This design comes from an exercise in tuning for small area, a short achievable clock period and few clock cycles per item on the open sky130 flow, not from production work.
The RTL was checked by simulation tests, not by an equivalence proof against the original design.
No activity file was given, so power comes from the tool's default toggle rates.

==> flow/design.v <==
package smpq_pkg;
	localparam int DEF_QUEUE_DEPTH = 16;
	localparam int VALUE_W         = 32;
	localparam int OCC_W           = 5;
	localparam logic [1:0] OP_INSERT = 2'd0;
	localparam logic [1:0] OP_REMOVE = 2'd1;
	localparam logic [1:0] OP_PEEK   = 2'd2;
	localparam logic [1:0] ST_OK    = 2'd0;
	localparam logic [1:0] ST_EMPTY = 2'd1;
	localparam logic [1:0] ST_FULL  = 2'd2;
endpackage
module smpq_ctrl #(
	parameter int DEPTH = smpq_pkg::DEF_QUEUE_DEPTH
) (
	input  logic                         clk,
	input  logic                         arst_n,
	input  logic                         start,
	input  logic [1:0]                   op,
	output logic                         busy,
	output logic                         done,
	output logic [DEPTH-1:0]             occ,        
	output logic                         ins_x,      
	output logic                         rem_x,      
	output logic                         rd_x,       
	output logic [1:0]                   status,
	output logic                         is_empty,
	output logic [smpq_pkg::OCC_W-1:0]   count
);
	logic [DEPTH-1:0] occ_q;
	logic             done_c_q, done_x_q;
	logic             ins_c_q, ins_x_q;
	logic             rem_c_q, rem_x_q;
	logic             rd_c_q, rd_x_q;
	logic [1:0]       st_c_q, st_x_q;
	logic [smpq_pkg::OCC_W-1:0] cnt_x_q;
	logic [smpq_pkg::OCC_W-1:0] cnt_c;
	logic             full;
	logic             empty;
	assign full  = occ_q[DEPTH-1];
	assign empty = !occ_q[0];
	always_comb begin
		cnt_c = '0;
		for (int k = 0; k < DEPTH; k++) begin
			if (occ_q[k]) cnt_c = smpq_pkg::OCC_W'(k + 1);
		end
	end
	always_ff @(posedge clk or negedge arst_n) begin
		if (!arst_n) begin
			occ_q    <= '0;
			done_c_q <= 1'b0;
			done_x_q <= 1'b0;
			ins_c_q  <= 1'b0;
			ins_x_q  <= 1'b0;
			rem_c_q  <= 1'b0;
			rem_x_q  <= 1'b0;
			rd_c_q   <= 1'b0;
			rd_x_q   <= 1'b0;
		end else begin
			done_c_q <= start;
			ins_c_q  <= start && (op == smpq_pkg::OP_INSERT) && !full;
			rem_c_q  <= start && (op == smpq_pkg::OP_REMOVE) && !empty;
			rd_c_q   <= start && (op == smpq_pkg::OP_REMOVE || op == smpq_pkg::OP_PEEK) && !empty;
			done_x_q <= done_c_q;
			ins_x_q  <= ins_c_q;
			rem_x_q  <= rem_c_q;
			rd_x_q   <= rd_c_q;
			if (start) begin
				if (op == smpq_pkg::OP_INSERT && !full) begin
					occ_q <= {occ_q[DEPTH-2:0], 1'b1};
				end else if (op == smpq_pkg::OP_REMOVE && !empty) begin
					occ_q <= {1'b0, occ_q[DEPTH-1:1]};
				end
			end
		end
	end
	always_ff @(posedge clk) begin
		st_c_q <= smpq_pkg::ST_OK;
		if (op == smpq_pkg::OP_INSERT && full) begin
			st_c_q <= smpq_pkg::ST_FULL;
		end else if ((op == smpq_pkg::OP_REMOVE || op == smpq_pkg::OP_PEEK) && empty) begin
			st_c_q <= smpq_pkg::ST_EMPTY;
		end
		st_x_q  <= st_c_q;
		cnt_x_q <= cnt_c;
	end
	assign busy     = 1'b0;
	assign done     = done_x_q;
	assign occ      = occ_q;
	assign ins_x    = ins_x_q;
	assign rem_x    = rem_x_q;
	assign rd_x     = rd_x_q;
	assign status   = st_x_q;
	assign count    = cnt_x_q;
	assign is_empty = (cnt_x_q == '0);
endmodule
module smpq_lt #(
	parameter int W = smpq_pkg::VALUE_W
) (
	input  logic [W-1:0] a,
	input  logic [W-1:0] b,
	output logic         lt
);
	logic [W-1:0] aa, bb;
	logic [W:0]   bw;
	assign aa = {~a[W-1], a[W-2:0]};
	assign bb = {~b[W-1], b[W-2:0]};
	assign bw[0] = 1'b0;
	genvar k;
	generate
		for (k = 0; k < W; k++) begin : g_bit
			assign bw[k+1] = (~aa[k] & bb[k]) | (~aa[k] & bw[k]) | (bb[k] & bw[k]);
		end
	endgenerate
	assign lt = bw[W];
endmodule
module smpq_datapath #(
	parameter int DEPTH = smpq_pkg::DEF_QUEUE_DEPTH
) (
	input  logic                                clk,
	input  logic [smpq_pkg::VALUE_W-1:0]        value,
	input  logic [DEPTH-1:0]                    occ,
	input  logic                                ins_x,
	input  logic                                rem_x,
	input  logic                                rd_x,
	output logic [smpq_pkg::VALUE_W-1:0]        head
);
	localparam int W = smpq_pkg::VALUE_W;
	logic [W-1:0]     val_c_q;
	logic [W-1:0]     val_x_q;
	logic [W-1:0]     entries_q [DEPTH];
	logic [DEPTH-1:0] lt_q;
	logic [DEPTH-1:0] c;        
	logic             cv;       
	logic [DEPTH-1:0] s_hold, s_prev, s_val, s_next;
	logic [DEPTH-1:0] lt_nxt;
	always_ff @(posedge clk) begin
		val_c_q <= value;
		val_x_q <= val_c_q;
	end
	genvar i;
	generate
		for (i = 0; i < DEPTH; i++) begin : g_cmp
			smpq_lt u_lt (.a(entries_q[i]), .b(val_c_q), .lt(c[i]));
		end
	endgenerate
	smpq_lt u_ltv (.a(val_x_q), .b(val_c_q), .lt(cv));
	generate
		for (i = 0; i < DEPTH; i++) begin : g_sel
			if (i == 0) begin : g_first
				assign s_val[i]  = ins_x & ~lt_q[i];
				assign s_prev[i] = 1'b0;
			end else begin : g_rest
				assign s_val[i]  = ins_x & ~lt_q[i] & lt_q[i-1];
				assign s_prev[i] = ins_x & ~lt_q[i] & ~lt_q[i-1];
			end
			if (i < DEPTH-1) begin : g_nl
				assign s_next[i] = rem_x;
				assign s_hold[i] = (ins_x & lt_q[i]) | (~ins_x & ~rem_x);
			end else begin : g_l
				assign s_next[i] = 1'b0;
				assign s_hold[i] = (ins_x & lt_q[i]) | ~ins_x;
			end
		end
	endgenerate
	generate
		for (i = 0; i < DEPTH; i++) begin : g_ltn
			if (i < DEPTH-1) begin : g_v
				assign lt_nxt[i] = occ[i+1] & ((s_hold[i] & c[i]) | (s_val[i] & cv) |
					(s_prev[i] & c[(i == 0) ? 0 : i-1]) | (s_next[i] & c[i+1]));
			end else begin : g_nv
				assign lt_nxt[i] = 1'b0;
			end
		end
	endgenerate
	always_ff @(posedge clk) begin
		lt_q <= lt_nxt;
	end
	generate
		for (i = 0; i < DEPTH; i++) begin : g_cell
			always_ff @(posedge clk) begin
				entries_q[i] <= ({W{s_hold[i]}} & entries_q[i]) |
				                ({W{s_val[i]}}  & val_x_q) |
				                ({W{s_prev[i]}} & entries_q[(i == 0) ? 0 : i-1]) |
				                ({W{s_next[i]}} & entries_q[(i < DEPTH-1) ? i+1 : i]);
			end
		end
	endgenerate
	assign head = rd_x ? entries_q[0] : '0;
endmodule
module sorted_min_priority_queue_core #(
	parameter int QUEUE_DEPTH = smpq_pkg::DEF_QUEUE_DEPTH
) (
	input  logic                         clk,
	input  logic                         arst_n,
	input  logic                         start,
	input  logic [1:0]                   op,
	input  logic [smpq_pkg::VALUE_W-1:0] value,
	output logic                         busy,
	output logic                         done,
	output logic [smpq_pkg::VALUE_W-1:0] head,
	output logic [1:0]                   status,
	output logic                         is_empty,
	output logic [smpq_pkg::OCC_W-1:0]   occupancy
);
	logic [QUEUE_DEPTH-1:0] occ;
	logic                   ins_x;
	logic                   rem_x;
	logic                   rd_x;
	smpq_ctrl #(
		.DEPTH (QUEUE_DEPTH)
	) u_ctrl (
		.clk      (clk),
		.arst_n   (arst_n),
		.start    (start),
		.op       (op),
		.busy     (busy),
		.done     (done),
		.occ      (occ),
		.ins_x    (ins_x),
		.rem_x    (rem_x),
		.rd_x     (rd_x),
		.status   (status),
		.is_empty (is_empty),
		.count    (occupancy)
	);
	smpq_datapath #(
		.DEPTH (QUEUE_DEPTH)
	) u_datapath (
		.clk    (clk),
		.value  (value),
		.occ    (occ),
		.ins_x  (ins_x),
		.rem_x  (rem_x),
		.rd_x   (rd_x),
		.head   (head)
	);
endmodule
module smpq_top (
	input  logic        clk,
	input  logic        arst_n,
	input  logic        start,
	input  logic [1:0]  cmd_op,
	input  logic [31:0] cmd_value,
	output logic        busy,
	output logic        done,
	output logic [31:0] rsp_head,
	output logic [1:0]  rsp_status,
	output logic        rsp_empty,
	output logic [4:0]  rsp_count
);
	sorted_min_priority_queue_core #(
		.QUEUE_DEPTH (16)
	) u_core (
		.clk       (clk),
		.arst_n    (arst_n),
		.start     (start),
		.op        (cmd_op),
		.value     (cmd_value),
		.busy      (busy),
		.done      (done),
		.head      (rsp_head),
		.status    (rsp_status),
		.is_empty  (rsp_empty),
		.occupancy (rsp_count)
	);
endmodule
Settings: LEC_CHECK=0, CAP_MARGIN=20, CORE_MARGIN=2, CORE_UTILIZATION=45, PLACE_DENSITY=0.6, SETUP_SLACK_MARGIN=2.5, SLEW_MARGIN=20; clock period 5.0 ns.
run.sh (not shown) runs the stock make flow with config.mk's settings and CLKGATE_MAP_FILE= SYNTH_SCRIPT=/design/flow/synth_recipe.tcl, a recipe that flattens the netlist after the stock synthesis.
Testbench counts at the start, summed over its fixed seeds: cycles 8,016, items 8,000.
==> next run, changes <==
--- a/flow/design.v
+++ b/flow/design.v
@@ -101,16 +101,35 @@
 	output logic         lt
 );
-	logic [W-1:0] aa, bb;
-	logic [W:0]   bw;
-	assign aa = {~a[W-1], a[W-2:0]};
-	assign bb = {~b[W-1], b[W-2:0]};
-	assign bw[0] = 1'b0;
-	genvar k;
-	generate
-		for (k = 0; k < W; k++) begin : g_bit
-			assign bw[k+1] = (~aa[k] & bb[k]) | (~aa[k] & bw[k]) | (bb[k] & bw[k]);
-		end
-	endgenerate
-	assign lt = bw[W];
+	logic [W-1:0] l0, g0;
+	always_comb begin
+		for (int k = 0; k < W; k++) begin
+			if (k == W-1) begin     
+				l0[k] = a[k] & ~b[k];
+				g0[k] = ~a[k] & b[k];
+			end else begin
+				l0[k] = ~a[k] & b[k];
+				g0[k] = a[k] & ~b[k];
+			end
+		end
+	end
+	localparam int LV = $clog2(W);
+	logic [W-1:0] l [LV+1];
+	logic [W-1:0] g [LV+1];
+	assign l[0] = l0;
+	assign g[0] = g0;
+	genvar n, j;
+	generate
+		for (n = 1; n <= LV; n++) begin : g_lv
+			for (j = 0; j < (W >> n); j++) begin : g_node
+				assign l[n][j] = l[n-1][2*j+1] | (~g[n-1][2*j+1] & l[n-1][2*j]);
+				assign g[n][j] = g[n-1][2*j+1] | (~l[n-1][2*j+1] & g[n-1][2*j]);
+			end
+			if ((W >> n) < W) begin : g_pad
+				assign l[n][W-1:(W >> n)] = '0;
+				assign g[n][W-1:(W >> n)] = '0;
+			end
+		end
+	endgenerate
+	assign lt = l[LV][0];
 endmodule
 module smpq_datapath #(
After rerunning: The new run produced a clean layout. Cell area went up by about 9%. Hold slack improved by 0.016 ns. Final cell count went up by about 11%. Die area went up by 5.2%. Core utilization went up by 2.3 points. Sequential power stays flat. Flip-flop and latch count does not change. First-iteration DRC count went up by about 43%. Maximum frequency is about the same.
Testbench counts after the change, summed over its fixed seeds: cycles 8,016, items 8,000.

[separate check: timing with driven ports]
How much do the figures lean on ideal ports? The routed layouts below were timed once more, with nothing changed but the port constraints.
Step 1, drivers: a clkbuf_16 drives clk and a buf_2 each remaining input, both assumed.
Step 2, shift: input delay + t, output delay - t, t = (earliest + latest rising clock arrival at the registers) / 2. This alone moves slack from input paths to output paths.
a / b / c = ideal / step 1 / step 2; a / b = the first two.
run	shift t [ns]	setup WS [ns]	worst setup path at the end	worst data-port slew with drivers (ns)
the first run	0.682	1.997 / 1.997 / 1.997	register to register	0.03
the second run	0.708	2.001 / 2.001 / 1.993	input to register	0.06
After both steps every run listed still meets setup and hold. The setup slack of the second run, which loses most, moves by 0.000 ns with the drivers and by -0.008 ns with both steps.
